Background: an optimization exercise with open tools, aiming at small area and a short achievable clock period. Do not read the settings as production practice. Only simulation tests tie the RTL to the original design; equivalence was not proved. No activity file was given, so power comes from the tool's default toggle rates.

==> design/flow/flow/run.sh <==
#!/bin/bash
set -euo pipefail
bash standard.sh SETUP_SLACK_MARGIN=5.7 MATCH_CELL_FOOTPRINT=0 \
  "CTS_ARGS=-sink_clustering_enable -repair_clock_nets -sink_clustering_size 30 -sink_clustering_max_diameter 80 -buf_list sky130_fd_sc_hd__clkbuf_16 -dont_use_dummy_load" \
  finish > flow.log 2>&1
==> design/flow/standard.sh <==
#!/bin/bash
# synth_recipe.tcl (not shown) runs the flow's synth.tcl, then flattens the netlist and writes it again
# the make line also repeats each setting of config.mk as NAME=value (left out here)
make -C /OpenROAD-flow-scripts/flow DESIGN_CONFIG=/design/flow/config.mk WORK_HOME=/design/flow/orfs CLKGATE_MAP_FILE= SYNTH_SCRIPT=/design/flow/synth_recipe.tcl "${@:-finish}"
==> design/flow/config.mk <==
export PLATFORM = sky130hd
export DESIGN_NAME = rgb_matrix_scan_driver
export DESIGN_NICKNAME = rgb_matrix_scan_driver
export VERILOG_FILES = /design/flow/design.v
export SDC_FILE = /design/flow/constraint.sdc
export NUM_CORES = 4
export LEC_CHECK = 0
export CAP_MARGIN = 20
export CORE_MARGIN = 2
export CORE_UTILIZATION = 55
export CTS_BUF_LIST = sky130_fd_sc_hd__clkbuf_16
export CTS_CLUSTER_DIAMETER = 80
export CTS_CLUSTER_SIZE = 30
export PLACE_DENSITY = 0.65
export SETUP_SLACK_MARGIN = 5
export SLEW_MARGIN = 20
==> design/flow/constraint.sdc <==
create_clock -name core_clock -period 8.5 [get_ports {clock}]
set_input_delay 1.7000 -clock core_clock [delete_from_list [all_inputs] [get_ports {clock}]]
set_output_delay 1.7000 -clock core_clock [all_outputs]
set_load 0.01 [all_outputs]
==> design/flow/design.v <==
package rmsd_pkg;
   localparam int RMSD_COLUMNS   = 32;
   localparam int RMSD_SCAN_ROWS = 16;
   localparam int ROW_SEL_W      = 4;
   localparam logic OP_WRITE = 1'b0;
   localparam logic OP_TICK  = 1'b1;
   typedef struct packed {
      logic       operation;
      logic [4:0] pixel_row;
      logic [4:0] pixel_column;
      logic [2:0] pixel_color;
   } req_type;
   typedef struct packed {
      logic [ROW_SEL_W-1:0] row_select;
      logic [2:0]           upper_rgb;
      logic [2:0]           lower_rgb;
      logic                 shift_pulse;
      logic                 latch_pulse;
      logic                 output_enable;
      logic                 frame_end;
   } rsp_type;
   typedef struct packed {
      logic [ROW_SEL_W-1:0] row_sel;
      logic                 shift;
      logic                 latch;
      logic                 frame_end;
   } scan_ctrl_type;
   typedef struct packed {
      logic       upper_en;
      logic       lower_en;
      logic       clearing;
      logic [2:0] data;
   } wr_ctrl_type;
endpackage
import rmsd_pkg::*;
module rmsd_ram
#(
   parameter int COLUMNS   = RMSD_COLUMNS,
   parameter int SCAN_ROWS = RMSD_SCAN_ROWS
) (
   input  logic                         clock,
   input  logic [2*SCAN_ROWS-1:0]       row_ld,    
   input  logic [COLUMNS-1:0]           col_ld,    
   input  logic [SCAN_ROWS-1:0]         ring_sh,   
   input  logic                         shift,     
   input  logic [2:0]                   color,     
   input  logic [$clog2(SCAN_ROWS)-1:0] rd_ring,
   input  logic                         rd_tail,   
   output logic [2:0]                   upper_rd,
   output logic [2:0]                   lower_rd
);
   localparam int WORDS = 2 * SCAN_ROWS * COLUMNS;
   logic [3*WORDS-1:0]     q;
   logic [2*SCAN_ROWS-1:0] row_en;
   logic [COLUMNS-1:0]     col_en;
   logic                   a;
   logic [5:0]             b;
   always_comb begin
      for (int k = 0; k < 2 * SCAN_ROWS; k++) begin
         row_en[k] = row_ld[k] || ring_sh[k % SCAN_ROWS];
      end
      for (int j = 0; j < COLUMNS; j++) begin
         col_en[j] = col_ld[j] || shift;
      end
      a = !shift;
      for (int p = 0; p < 2; p++) begin
         for (int i = 0; i < 3; i++) begin
            b[3*p+i] = shift || !(color[i] ^ (p != 0));
         end
      end
   end
   for (genvar h = 0; h < 2; h++) begin : g_half
      for (genvar r = 0; r < SCAN_ROWS; r++) begin : g_ring
         for (genvar j = 0; j < COLUMNS; j++) begin : g_place
            localparam int K = h * SCAN_ROWS + r;
            localparam int W = K * COLUMNS + j;
            localparam int N = K * COLUMNS + ((j + 1) % COLUMNS);
            logic [2:0] word;
            logic [2:0] d;
            always_comb begin
               for (int i = 0; i < 3; i++) begin
                  d[i] = !((q[3*N+i] || a) && b[3*(j%2)+i]);
               end
            end
            always_ff @(posedge clock) begin
               if (row_en[K] && col_en[j]) begin
                  word <= d;
               end
            end
            assign q[3*W +: 3] = word;
         end
      end
   end
   logic [2:0] u_head [SCAN_ROWS];
   logic [2:0] u_tail [SCAN_ROWS];
   logic [2:0] l_head [SCAN_ROWS];
   logic [2:0] l_tail [SCAN_ROWS];
   for (genvar r = 0; r < SCAN_ROWS; r++) begin : g_rd
      assign u_head[r] = q[3*((0*SCAN_ROWS + r)*COLUMNS) +: 3];
      assign u_tail[r] = q[3*((0*SCAN_ROWS + r)*COLUMNS + COLUMNS - 1) +: 3];
      assign l_head[r] = q[3*((1*SCAN_ROWS + r)*COLUMNS) +: 3];
      assign l_tail[r] = q[3*((1*SCAN_ROWS + r)*COLUMNS + COLUMNS - 1) +: 3];
   end
   assign upper_rd = rd_tail ? ~u_tail[rd_ring] : u_head[rd_ring];
   assign lower_rd = rd_tail ? ~l_tail[rd_ring] : l_head[rd_ring];
endmodule
import rmsd_pkg::*;
module rmsd_write
#(
   parameter int COLUMNS   = RMSD_COLUMNS,
   parameter int SCAN_ROWS = RMSD_SCAN_ROWS
) (
   input  logic [4:0]                   pixel_row,
   input  logic [4:0]                   pixel_column,
   input  logic [$clog2(SCAN_ROWS)-1:0] scan_row,
   input  logic [$clog2(COLUMNS)-1:0]   scan_col,
   output logic                         half,
   output logic [$clog2(SCAN_ROWS)-1:0] ring,
   output logic [$clog2(COLUMNS)-1:0]   place
);
   always_comb begin
      half  = pixel_row[4];
      ring  = pixel_row[3:0];
      place = pixel_column;
      if (scan_row == ring) begin
         place = pixel_column - scan_col;
      end
   end
endmodule
import rmsd_pkg::*;
module rmsd_scan
#(
   parameter int COLUMNS   = RMSD_COLUMNS,
   parameter int SCAN_ROWS = RMSD_SCAN_ROWS
) (
   input  logic                         clock,
   input  logic                         reset,
   input  logic                         tick,
   output logic [$clog2(SCAN_ROWS)-1:0] row,       
   output logic [$clog2(COLUMNS)-1:0]   col,       
   output logic                         at_latch,  
   output logic                         at_end     
);
   localparam int ROW_W = $clog2(SCAN_ROWS);
   localparam int COL_W = $clog2(COLUMNS);
   always_ff @(posedge clock) begin
      if (reset) begin
         row      <= '0;
         col      <= '0;
         at_latch <= 1'b0;
         at_end   <= 1'b0;
      end else if (tick) begin
         if (at_end) begin
            at_end <= 1'b0;
            row    <= '0;
         end else if (at_latch) begin
            at_latch <= 1'b0;
            if (row == ROW_W'(SCAN_ROWS - 1)) begin
               at_end <= 1'b1;
            end else begin
               row <= row + 1'b1;
            end
         end else begin
            col <= col + 1'b1;
            if (col == COL_W'(COLUMNS - 1)) begin
               at_latch <= 1'b1;
            end
         end
      end
   end
endmodule
import rmsd_pkg::*;
module rgb_matrix_scan_driver
#(
   parameter int COLUMNS   = RMSD_COLUMNS,
   parameter int SCAN_ROWS = RMSD_SCAN_ROWS
) (
   input  logic                 clock,
   input  logic                 reset,
   input  logic                 req_valid,
   output logic                 req_ready,
   input  logic                 req_operation,
   input  logic [4:0]           req_pixel_row,
   input  logic [4:0]           req_pixel_column,
   input  logic [2:0]           req_pixel_color,
   output logic                 rsp_valid,
   input  logic                 rsp_ready,
   output logic [ROW_SEL_W-1:0] rsp_row_select,
   output logic [2:0]           rsp_upper_rgb,
   output logic [2:0]           rsp_lower_rgb,
   output logic                 rsp_shift_pulse,
   output logic                 rsp_latch_pulse,
   output logic                 rsp_output_enable,
   output logic                 rsp_frame_end
);
   localparam int ROW_W     = $clog2(SCAN_ROWS);
   localparam int COL_W     = $clog2(COLUMNS);
   localparam int RSP_SLOTS = 4;    
   logic             req_ready_ff;
   logic             s0_valid;
   logic             s0_op;
   logic [4:0]       s0_row;
   logic [4:0]       s0_col;
   logic [2:0]       s0_color;
   always_ff @(posedge clock) begin
      s0_valid <= !reset && req_valid && req_ready_ff;
      s0_op    <= req_operation;
      s0_row   <= req_pixel_row;
      s0_col   <= req_pixel_column;
      s0_color <= req_pixel_color;
   end
   logic             s0_tick;
   logic [ROW_W-1:0] scan_row;
   logic [COL_W-1:0] scan_col;
   logic             scan_latch;
   logic             scan_end;
   logic             wr_half;
   logic [ROW_W-1:0] wr_ring;
   logic [COL_W-1:0] wr_place;
   assign s0_tick = s0_valid && (s0_op == OP_TICK);
   rmsd_scan #(
      .COLUMNS   (COLUMNS),
      .SCAN_ROWS (SCAN_ROWS)
   ) u_scan (
      .clock    (clock),
      .reset    (reset),
      .tick     (s0_tick),
      .row      (scan_row),
      .col      (scan_col),
      .at_latch (scan_latch),
      .at_end   (scan_end)
   );
   rmsd_write #(
      .COLUMNS   (COLUMNS),
      .SCAN_ROWS (SCAN_ROWS)
   ) u_write (
      .pixel_row    (s0_row),
      .pixel_column (s0_col),
      .scan_row     (scan_row),
      .scan_col     (scan_col),
      .half         (wr_half),
      .ring         (wr_ring),
      .place        (wr_place)
   );
   logic                   s1_clr;
   logic                   s1_wr;
   logic                   s1_shift;
   logic                   s1_half;
   logic [ROW_W-1:0]       s1_ring;     
   logic [COL_W-1:0]       s1_place;
   logic [2:0]             s1_color;
   logic                   s1_tick;
   logic                   s1_tail;
   logic                   s0_wr;
   logic                   s0_shift;
   assign s0_wr    = s0_valid && (s0_op == OP_WRITE);
   assign s0_shift = s0_tick && !scan_latch && !scan_end;
   always_ff @(posedge clock) begin
      if (reset) begin
         s1_clr   <= 1'b1;
         s1_wr    <= 1'b0;
         s1_shift <= 1'b0;
         s1_tick  <= 1'b0;
         s1_color <= 3'd0;
      end else begin
         s1_clr   <= 1'b0;
         s1_wr    <= s0_wr;
         s1_shift <= s0_shift;
         s1_tick  <= s0_tick;
         s1_color <= s0_color;
      end
      s1_half  <= wr_half;
      s1_ring  <= (s0_op == OP_TICK) ? scan_row : wr_ring;
      s1_place <= wr_place;
      s1_tail  <= scan_latch || scan_end;
   end
   logic [2*SCAN_ROWS-1:0] s1_row_ld;
   logic [COLUMNS-1:0]     s1_col_ld;
   logic [SCAN_ROWS-1:0]   s1_ring_sh;
   always_comb begin
      for (int k = 0; k < 2 * SCAN_ROWS; k++) begin
         s1_row_ld[k] = s1_clr || (s1_wr && ({s1_half, s1_ring} == k));
      end
      for (int j = 0; j < COLUMNS; j++) begin
         s1_col_ld[j] = s1_clr || (s1_wr && (s1_place == j));
      end
      for (int r = 0; r < SCAN_ROWS; r++) begin
         s1_ring_sh[r] = s1_shift && (s1_ring == r);
      end
   end
   logic [2:0] upper_rd;
   logic [2:0] lower_rd;
   rmsd_ram #(
      .COLUMNS   (COLUMNS),
      .SCAN_ROWS (SCAN_ROWS)
   ) u_ram (
      .clock    (clock),
      .row_ld   (s1_row_ld),
      .col_ld   (s1_col_ld),
      .ring_sh  (s1_ring_sh),
      .shift    (s1_shift),
      .color    (s1_color),
      .rd_ring  (s1_ring),
      .rd_tail  (s1_tail),
      .upper_rd (upper_rd),
      .lower_rd (lower_rd)
   );
   localparam int PTR_W = $clog2(RSP_SLOTS);
   logic [5:0]       q_data [RSP_SLOTS];
   logic [PTR_W-1:0] q_head;
   logic [PTR_W-1:0] q_tail;
   logic [PTR_W:0]   q_count;
   logic [PTR_W-1:0] q_head_in;
   logic [PTR_W:0]   q_left;      
   logic             rsp_valid_ff;
   logic [5:0]       rsp_rgb_ff;
   logic             pop;
   assign pop       = rsp_valid_ff && rsp_ready;
   assign q_head_in = q_head + PTR_W'(pop);
   assign q_left    = q_count - (PTR_W+1)'(pop);
   always_ff @(posedge clock) begin
      if (s1_tick) begin
         q_data[q_tail] <= {upper_rd, lower_rd};
      end
      if (s1_tick && (q_left == '0)) begin
         rsp_rgb_ff <= {upper_rd, lower_rd};
      end else begin
         rsp_rgb_ff <= q_data[q_head_in];
      end
      if (reset) begin
         q_head       <= '0;
         q_tail       <= '0;
         q_count      <= '0;
         rsp_valid_ff <= 1'b0;
      end else begin
         q_head       <= q_head_in;
         q_tail       <= q_tail + PTR_W'(s1_tick);
         q_count      <= q_left + (PTR_W+1)'(s1_tick);
         rsp_valid_ff <= (q_left != '0) || s1_tick;
      end
   end
   logic [RSP_SLOTS-1:0] pending;
   logic [RSP_SLOTS-1:0] pending_in;
   logic                 acc_tick;
   assign acc_tick = req_valid && req_ready_ff && (req_operation == OP_TICK);
   always_comb begin
      pending_in = pending;
      if (acc_tick && !pop) begin
         pending_in = {pending[RSP_SLOTS-2:0], 1'b1};
      end else if (pop && !acc_tick) begin
         pending_in = {1'b0, pending[RSP_SLOTS-1:1]};
      end
   end
   always_ff @(posedge clock) begin
      if (reset) begin
         pending      <= '0;
         req_ready_ff <= 1'b0;
      end else begin
         pending      <= pending_in;
         req_ready_ff <= !pending_in[RSP_SLOTS-1];
      end
   end
   logic [ROW_W-1:0] o_row;
   logic [COL_W-1:0] o_col;
   logic             o_shift;
   logic             o_latch;
   logic             o_end;
   always_ff @(posedge clock) begin
      if (reset) begin
         o_row   <= '0;
         o_col   <= '0;
         o_shift <= 1'b1;
         o_latch <= 1'b0;
         o_end   <= 1'b0;
      end else if (pop) begin
         if (o_end) begin
            o_end   <= 1'b0;
            o_shift <= 1'b1;
            o_row   <= '0;
         end else if (o_latch) begin
            o_latch <= 1'b0;
            if (o_row == ROW_W'(SCAN_ROWS - 1)) begin
               o_end <= 1'b1;
            end else begin
               o_shift <= 1'b1;
               o_row   <= o_row + 1'b1;
            end
         end else begin
            o_col <= o_col + 1'b1;
            if (o_col == COL_W'(COLUMNS - 1)) begin
               o_shift <= 1'b0;
               o_latch <= 1'b1;
            end
         end
      end
   end
   assign req_ready         = req_ready_ff;
   assign rsp_valid         = rsp_valid_ff;
   assign rsp_row_select    = o_row;
   assign rsp_upper_rgb     = rsp_rgb_ff[5:3];
   assign rsp_lower_rgb     = rsp_rgb_ff[2:0];
   assign rsp_shift_pulse   = o_shift;
   assign rsp_latch_pulse   = o_latch;
   assign rsp_output_enable = o_end;
   assign rsp_frame_end     = o_end;
endmodule
==> metrics.md, run 1 <==
| Metric | Value |
|---|---|
| CORE AREA | `219000 µm²` |
| Initial antenna violation count | `6` |
| Top_reg_cell synth | `edfxtp_1` |
| Synthesized flop and latch total | `3171` |
| Post-Syn Area per Cell | `13.8 µm²` |
| Final min period | `3.04 ns` |
| Max-Cap Viols | `0` |
| Tot Pwr | `27.5 mW` |
| Clock Tree Root | `clkbuf_16` |
| CTS Hold Bufs | `0` |
| Worst Skew | `0.0964 ns` |
| Worst EP arrival | `1.34 ns` |
| Final HPWL DP | `158 mm` |
| CTS clk-pin slew, worst paths | `0.11 ns` |
| Port Buf Inserts | `33` |
| Synth top area cells | `edfxtp_1 (77%), a21oi_1 (13%), nor2_1 (3.4%), clkbuf_1 (2.6%), dfxtp_1 (1.2%)` |
| Die X | `473 µm` |
| Most common cell after layout, fill and taps aside | `edfxtp_1` |
| Outcome | `complete, no violations` |
| Syn Nets | `8797` |
| Die Height | `473 µm` |
| Fin area | `128000 µm²` |
| Critical path launch point type | `flip-flop` |
| Cell Count Post-Placement | `10900` |
| Async set or reset register ratio after synthesis | `0` |
| Fin worst setup slack | `5.46 ns` |
| Largest net degree at the start of global routing | `251` |
| Hold WC Path Type | `flip-flop to flip-flop` |
| Final setup vio count | `0` |
| Final std cells w/o fill | `11100` |
| Vias in the first global route | `71300` |
| PD cells | `215 nW/µm²` |
| Row cnt | `172` |
| Yosys warns | `8` |
| DRT antenna net count | `0` |
| Gp weighted congestion | `0.949` |
| Nets@finish | `8225` |
| Post-synthesis instance total | `8760` |
| Synth area leader | `edfxtp_1` |
| Min Hold Slack | `0.402 ns` |
| Area share of the largest cell type after synthesis | `0.768` |
| Slowest Stage Delay on Critical Path | `0.38 ns` |
| # IOs | `34` |
| CTS tree | `built` |
| Worst vdd ir | `0.151 mV` |
| Yosys cell types | `82` |
| First-pass GRT wire length | `444 mm` |
| Worst-case reg-to-reg path depth | `7` |
| Critical path required time | `6.80 ns` |
| Max Slew Vio Count | `0` |
| Worst-path maximum fanout | `3` |
| Fin crit share | `0.358` |
| Final hold vios | `0` |
| Crit-path cells | `buf_6` |
| Fillers | `17000` |
| WP buf/inv | `1` |
| Crit path capture type | `output port` |
| WS Path Type | `flip-flop to output port` |
| Total Routing Usage GR | `0.260` |
| F_max | `329 MHz` |
| Post-synthesis sequential area ratio | `0.780` |
| Area grow syn2layout | `5.43%` |
| Worst relative slew slack | `0.171` |
| Initial DRC count | `8686` |
| DRT Pass-1 Iters | `6` |
| Total global routing overflow | `0` |
| Total CTS buffers | `132` |
| Longest Clk Path Bufs | `3` |
| DRC | `0` |
| Layout cells sized above 1 | `0.0580` |
| Levels on crit path | `1` |
| Via count | `72400` |
| Commonest non-fill, non-tap cells in the layout | `edfxtp_1 (3096), a21oi_1 (3015), nor2_1 (1083)` |
| Static Leak | `40.7 nW` |
| H-tree depth | `4` |
| EDFF count, synth | `3096` |
| Starting Density | `0.552` |
| Post-DR wirelength/cell | `27.1 µm` |
| Slowest cell on the critical path | `dfxtp_4` |
| CP top delay family | `flip-flops` |
| Die ar. | `224000 µm²` |
| Final Util | `0.582` |
| Worst Hold Depth | `0` |
| RSZ-0062 raised after global routing | `yes` |
| Post-place setup slack | `3.90 ns` |
| Worst-Skew Late Latency | `0.84 ns` |
| Placed inst area | `123000 µm²` |
| Vias per cell | `6.55` |
| Clock sink count | `3171` |
| Setup TNS | `0 ns` |
| Netlist Area Pre-Place | `121000 µm²` |
| Post-Route WL | `300 mm` |
| Worst Max-Slew Pin Slew | `1.24 ns` |
[cells by family after synthesis]
| group | after synthesis | synth area share |
|---|---|---|
| compound gates | 3274 | 0.139 |
| buf+inv | 949 | 0.0304 |
| simple gates | 1267 | 0.0418 |
| xor+xnor | 21 | 0.00152 |
| flops | 3171 | 0.780 |
| fa+ha+maj | 19 | 0.00202 |
| mux | 59 | 0.00572 |
[flip-flops by register name, summed over array words and instances (netlist names), 2 cells and up]
register and cells:
s0_col 5, s0_color 3, q_tail 2, q_data 24
s1_place 5, u_scan.col 5, q_count 3, u_ram.g_half.g_ring.g_place.word 3072
s1_ring 4, s0_row 5, o_row 4, u_scan.row 4
rsp_rgb_ff 6, o_col 5, s1_color 3, q_head 2
pending 4
[per-layer routing]
| metal | routed length [µm] | vias to the layer above | share of wire | GRT usage |
|---|---|---|---|---|
| met2 | 145000 | 3224 | 0.48 | 0.424 |
| li1 | - | 31300 | - | - |
| met4 | 8620 | 2 | 0.029 | 0.0728 |
| met1 | 123000 | 37500 | 0.41 | 0.368 |
| met5 | 18 | - | 0.000060 | 0 |
| met3 | 22600 | 426 | 0.075 | 0.0373 |
[cell usage after synthesis (4+ instances only)]
library cell and number:
clkbuf_1 843, nor2_1 1088, inv_1 21, nand4_1 6, o21ai_0 102, dfxtp_1 75
buf_6 10, nor2b_1 25, buf_4 6, xnor2_1 13, a21oi_1 3039, nand3_1 13
buf_2 16, a31oi_1 14, xor2_1 8, o21ai_1 10, o21bai_1 5, nor3b_1 6
buf_1 51, and3_1 10, nor3_1 20, mux2i_1 34, ha_1 18, nand2_1 62
o22ai_1 4, a22oi_1 21, o221ai_1 4, mux2_2 16, and3b_1 5, a22o_1 5
a221oi_1 5, edfxtp_1 3096, nand2b_1 8, mux4_2 6, a21o_1 14
[worst register-to-register path: cells and delay by family (launching register included)]
family          cells  cell delay [ns]
compound gates      3             1.11
simple gates        2             0.82
mux                 1             0.28
buf+inv             1             0.26
flops               1             0.30
[cell type report]
class	count	area, µm²	share of cell area
flip-flops and latches	3171	94500	0.740
multi-input cells	4643	23700	0.185
diodes	4	10.0	0.0000784
repair buffers	218	2520	0.0197
clock buffers	132	3300	0.0259
well taps	2871	3590	0.0281
inverters	22	92.6	0.000725
[report_power, final]
group,internal [mW],switching (mW)
logic,0.537,1.57
clock network,2.81,4.44
registers,17.9,0.236
total,21.3,6.24
[worst paths after layout]
| kind | slack, ns | startpoint | end |
|---|---|---|---|
| hold / removal | 0.40 | s0_row[4]$_DFF_P_ | s1_half$_DFF_P_ |
| hold reg to reg | 0.40 | s0_row[4]$_DFF_P_ | s1_half$_DFF_P_ |
| setup / recovery | 5.46 | o_end$_SDFFE_PP0P_ | rsp_output_enable |
| setup reg to reg | 5.67 | s1_ring[1]$_DFF_P_ | rsp_rgb_ff[3]$_DFF_P_ |
[repair_timing]
item | CTS | global route
gates cloned | 10 | 4
pin swaps | 5 | 2
buffers inserted | 14 | 16
endpoints found under the setup margin | 6008 | 1173
resized for setup | 179 | 26
==> inputs of run 2 (changes only) <==
--- a/design/flow/config.mk
+++ b/design/flow/config.mk
@@ -7,10 +7,10 @@
 export LEC_CHECK = 0
 export CAP_MARGIN = 20
 export CORE_MARGIN = 2
-export CORE_UTILIZATION = 55
+export CORE_UTILIZATION = 62
 export CTS_BUF_LIST = sky130_fd_sc_hd__clkbuf_16
 export CTS_CLUSTER_DIAMETER = 80
 export CTS_CLUSTER_SIZE = 30
-export PLACE_DENSITY = 0.65
+export PLACE_DENSITY = 0.7
 export SETUP_SLACK_MARGIN = 5
 export SLEW_MARGIN = 20
==> run 2 against run 1 <==
  * Global-route usage rose by 4.6 points
  * Clock skew is 0.014 ns lower
  * Core utilization grew 7.5 points
  * Count of clock-buffer cells in the layout increased by 1
  * Combinational power rose by 5%
  * Power grew 0.26%
  * Setup slack better by 0.038 ns
  * Clock power is essentially flat
  * First-iteration DRC count up 21%
  * Register-to-register slack worse by 0.07 ns
  * Synthesized cell count unchanged
  * Largest power group unchanged
  * Highest routed layer unchanged
==> metrics.md, run 2 <==
| Metric | Value |
|---|---|
| Outcome | `complete, no violations` |
| Final setup vio count | `0` |
| CTS clk-pin slew, worst paths | `0.11 ns` |
| F_max | `333 MHz` |
| Worst relative slew slack | `0.263` |
| Initial DRC count | `10500` |
| Min Hold Slack | `0.347 ns` |
| Syn Nets | `8797` |
| Via count | `73800` |
| RSZ-0062 raised after global routing | `yes` |
| Post-Syn Area per Cell | `13.8 µm²` |
| EDFF count, synth | `3096` |
| WP buf/inv | `1` |
| WS Path Type | `flip-flop to output port` |
| PD cells | `216 nW/µm²` |
| Post-synthesis sequential area ratio | `0.780` |
| Clock sink count | `3171` |
| Worst vdd ir | `0.197 mV` |
| Cell Count Post-Placement | `10500` |
| Worst Skew | `0.0822 ns` |
| Longest Clk Path Bufs | `3` |
| Final min period | `3.01 ns` |
| Fillers | `13700` |
| # IOs | `34` |
| Total global routing overflow | `0` |
| Placed inst area | `123000 µm²` |
| Die X | `446 µm` |
| Netlist Area Pre-Place | `121000 µm²` |
| Initial antenna violation count | `11` |
| Final HPWL DP | `161 mm` |
| Gp weighted congestion | `0.988` |
| CORE AREA | `195000 µm²` |
| Biggest regs | `u_ram.g_half.g_ring.g_place.word x3072, q_data x24, rsp_rgb_ff x6` |
| Max reg flops | `3072` |
| Clock Tree Root | `clkbuf_16` |
| Setup TNS | `0 ns` |
| Max Slew Vio Count | `0` |
| Worst-Skew Late Latency | `0.83 ns` |
| Top_reg_cell synth | `edfxtp_1` |
| Yosys cell types | `82` |
| Die Height | `446 µm` |
| Vias in the first global route | `71900` |
| Port Buf Inserts | `33` |
| Reg area | `94500 µm²` |
| First-pass GRT wire length | `455 mm` |
| CTS Hold Bufs | `0` |
| Layout cells sized above 1 | `0.0602` |
| Crit path capture type | `output port` |
| Max-Cap Viols | `0` |
| Area of the multi-input gates | `23700 µm²` |
| Fin area | `128000 µm²` |
| Final std cells w/o fill | `10700` |
| Synth top area cells | `edfxtp_1 (77%), a21oi_1 (13%), nor2_1 (3.4%), clkbuf_1 (2.6%), dfxtp_1 (1.2%)` |
| Yosys warns | `8` |
| CP top delay family | `flip-flops` |
| DRT Pass-1 Iters | `7` |
| Area grow syn2layout | `5.59%` |
| Final hold vios | `0` |
| Commonest cells in the netlist | `edfxtp_1 (3096), a21oi_1 (3039), nor2_1 (1088)` |
| Hold WC Path Type | `flip-flop to flip-flop` |
| Row cnt | `162` |
| H-tree depth | `4` |
| Vias per cell | `6.86` |
| Starting Density | `0.622` |
| Total Routing Usage GR | `0.306` |
| Async set or reset register ratio after synthesis | `0` |
| DRT antenna net count | `0` |
| Crit-path cells | `buf_6` |
| Worst EP arrival | `1.31 ns` |
| Worst Max-Slew Pin Slew | `1.10 ns` |
| Post-synthesis instance total | `8760` |
| DRC | `0` |
| Most common cell after layout, fill and taps aside | `edfxtp_1` |
| Total CTS buffers | `133` |
| Count leader, synth | `edfxtp_1` |
| Worst-path maximum fanout | `5` |
| Commonest non-fill, non-tap cells in the layout | `edfxtp_1 (3096), a21oi_1 (3015), nor2_1 (1081)` |
| Critical path required time | `6.80 ns` |
| Slowest Stage Delay on Critical Path | `0.37 ns` |
| Area share of the largest cell type after synthesis | `0.768` |
| Die ar. | `199000 µm²` |
| Fin worst setup slack | `5.49 ns` |
| Static Leak | `40.9 nW` |
| Synth area leader | `edfxtp_1` |
| Fin crit share | `0.354` |
| Largest net degree at the start of global routing | `236` |
| Largest Register | `u_ram.g_half.g_ring.g_place.word` |
| Synthesized flop and latch total | `3171` |
| Post-place setup slack | `4.05 ns` |
| Post-DR wirelength/cell | `29.1 µm` |
| Post-Route WL | `313 mm` |
| Nets@finish | `8240` |
| CTS tree | `built` |
| Slowest cell on the critical path | `dfxtp_4` |
| Critical path launch point type | `flip-flop` |
==> run 2: layout make-up <==
cell class	count	area share
multi-input combinational	4643	0.185
tap	2542	0.0249
timing repair buffer	232	0.0239
antenna	4	0.0000783
sequential	3171	0.739
inverter	22	0.000704
clock buffer	133	0.0260
==> run 2: logic make-up after synthesis <==
logic type,count (synthesis),synth area share
compound gates,3274,0.139
mux,59,0.00572
simple gates,1267,0.0418
xor+xnor,21,0.00152
buf+inv,949,0.0304
flops,3171,0.780
fa+ha+maj,19,0.00202
==> run 2: report_power, final <==
| part | switching [mW] | leakage [nW] | internal (mW) |
|---|---|---|---|
| combinational | 1.64 | 10.4 | 0.563 |
| sequential | 0.244 | 28.9 | 17.9 |
| clock | 4.38 | 1.64 | 2.82 |
| total | 6.27 | 40.9 | 21.3 |
==> run 2: path summary, 6_finish.rpt <==
check,from,cells past startpoint,slack [ns],endpoint
worst max register to register,s1_shift$_SDFF_PP0_,5,5.60,u_ram.g_half[1].g_ring[8].g_place[1].word[2]$_DFFE_PP_
worst max-delay path,o_end$_SDFFE_PP0P_,1,5.49,rsp_output_enable
worst min-delay path,s0_row[4]$_DFF_P_,0,0.35,s1_half$_DFF_P_
worst min register to register,s0_row[4]$_DFF_P_,0,0.35,s1_half$_DFF_P_
==> run 2: timing repair <==
item / CTS / global route
gates cloned: 20 / 8
gates resized for setup: 198 / 34
setup buffers: 34 / 11
endpoints found under the setup margin: 6061 / 1631
pin swaps: 12 / 4
==> run 2: per-layer routing <==
layer / GRT usage / vias to the layer above / wire [µm] / share of wire
li1: - / 31300 / - / -
met1: 0.442 / 37700 / 124000 / 0.39
met2: 0.484 / 4221 / 148000 / 0.47
met3: 0.0484 / 491 / 30900 / 0.099
met4: 0.100 / 2 / 10800 / 0.035
met5: 0 / - / 13 / 0.000042
==> run 2: per-stage QoR <==
| step | total power, mW | utilization |
|---|---|---|
| 2_1_floorplan | 19.7 | - |
| 5_1_grt | 28.3 | 0.657 |
| 4_1_cts | 27.6 | 0.655 |
| 6_report | 27.6 | 0.657 |
| 3_5_place_dp | 20.5 | 0.632 |
| 3_3_place_gp | 20.5 | 0.631 |

==> afterwards: timing with drivers on the ports <==
The results above use ideal ports. As a check the final layouts listed here were re-extracted and re-timed, cells and wires unchanged. Step 1, drivers: a clkbuf_16 drives clock and a buf_2 each remaining input, both assumed. Step 2 moves the port delays by t, midway between the first and last clock arrival at a register: inputs arrive t later, outputs are due t later. That takes back most of the time a late clock gives input paths. a / b / c = no drivers / after step 1 / after step 2; a / b = the first two.
run | t, ns | slack for setup (ns) | pins driven straight from the clock port
run 1 | 0.891 | 5.456 / 5.365 / 5.229 | 1
run 2 | 0.883 | 5.494 / 5.408 / 5.212 | 1
After both steps setup and hold are still met in every run listed. The setup slack of run 2, which loses most, moves by -0.086 ns with the drivers and by -0.282 ns with both steps.
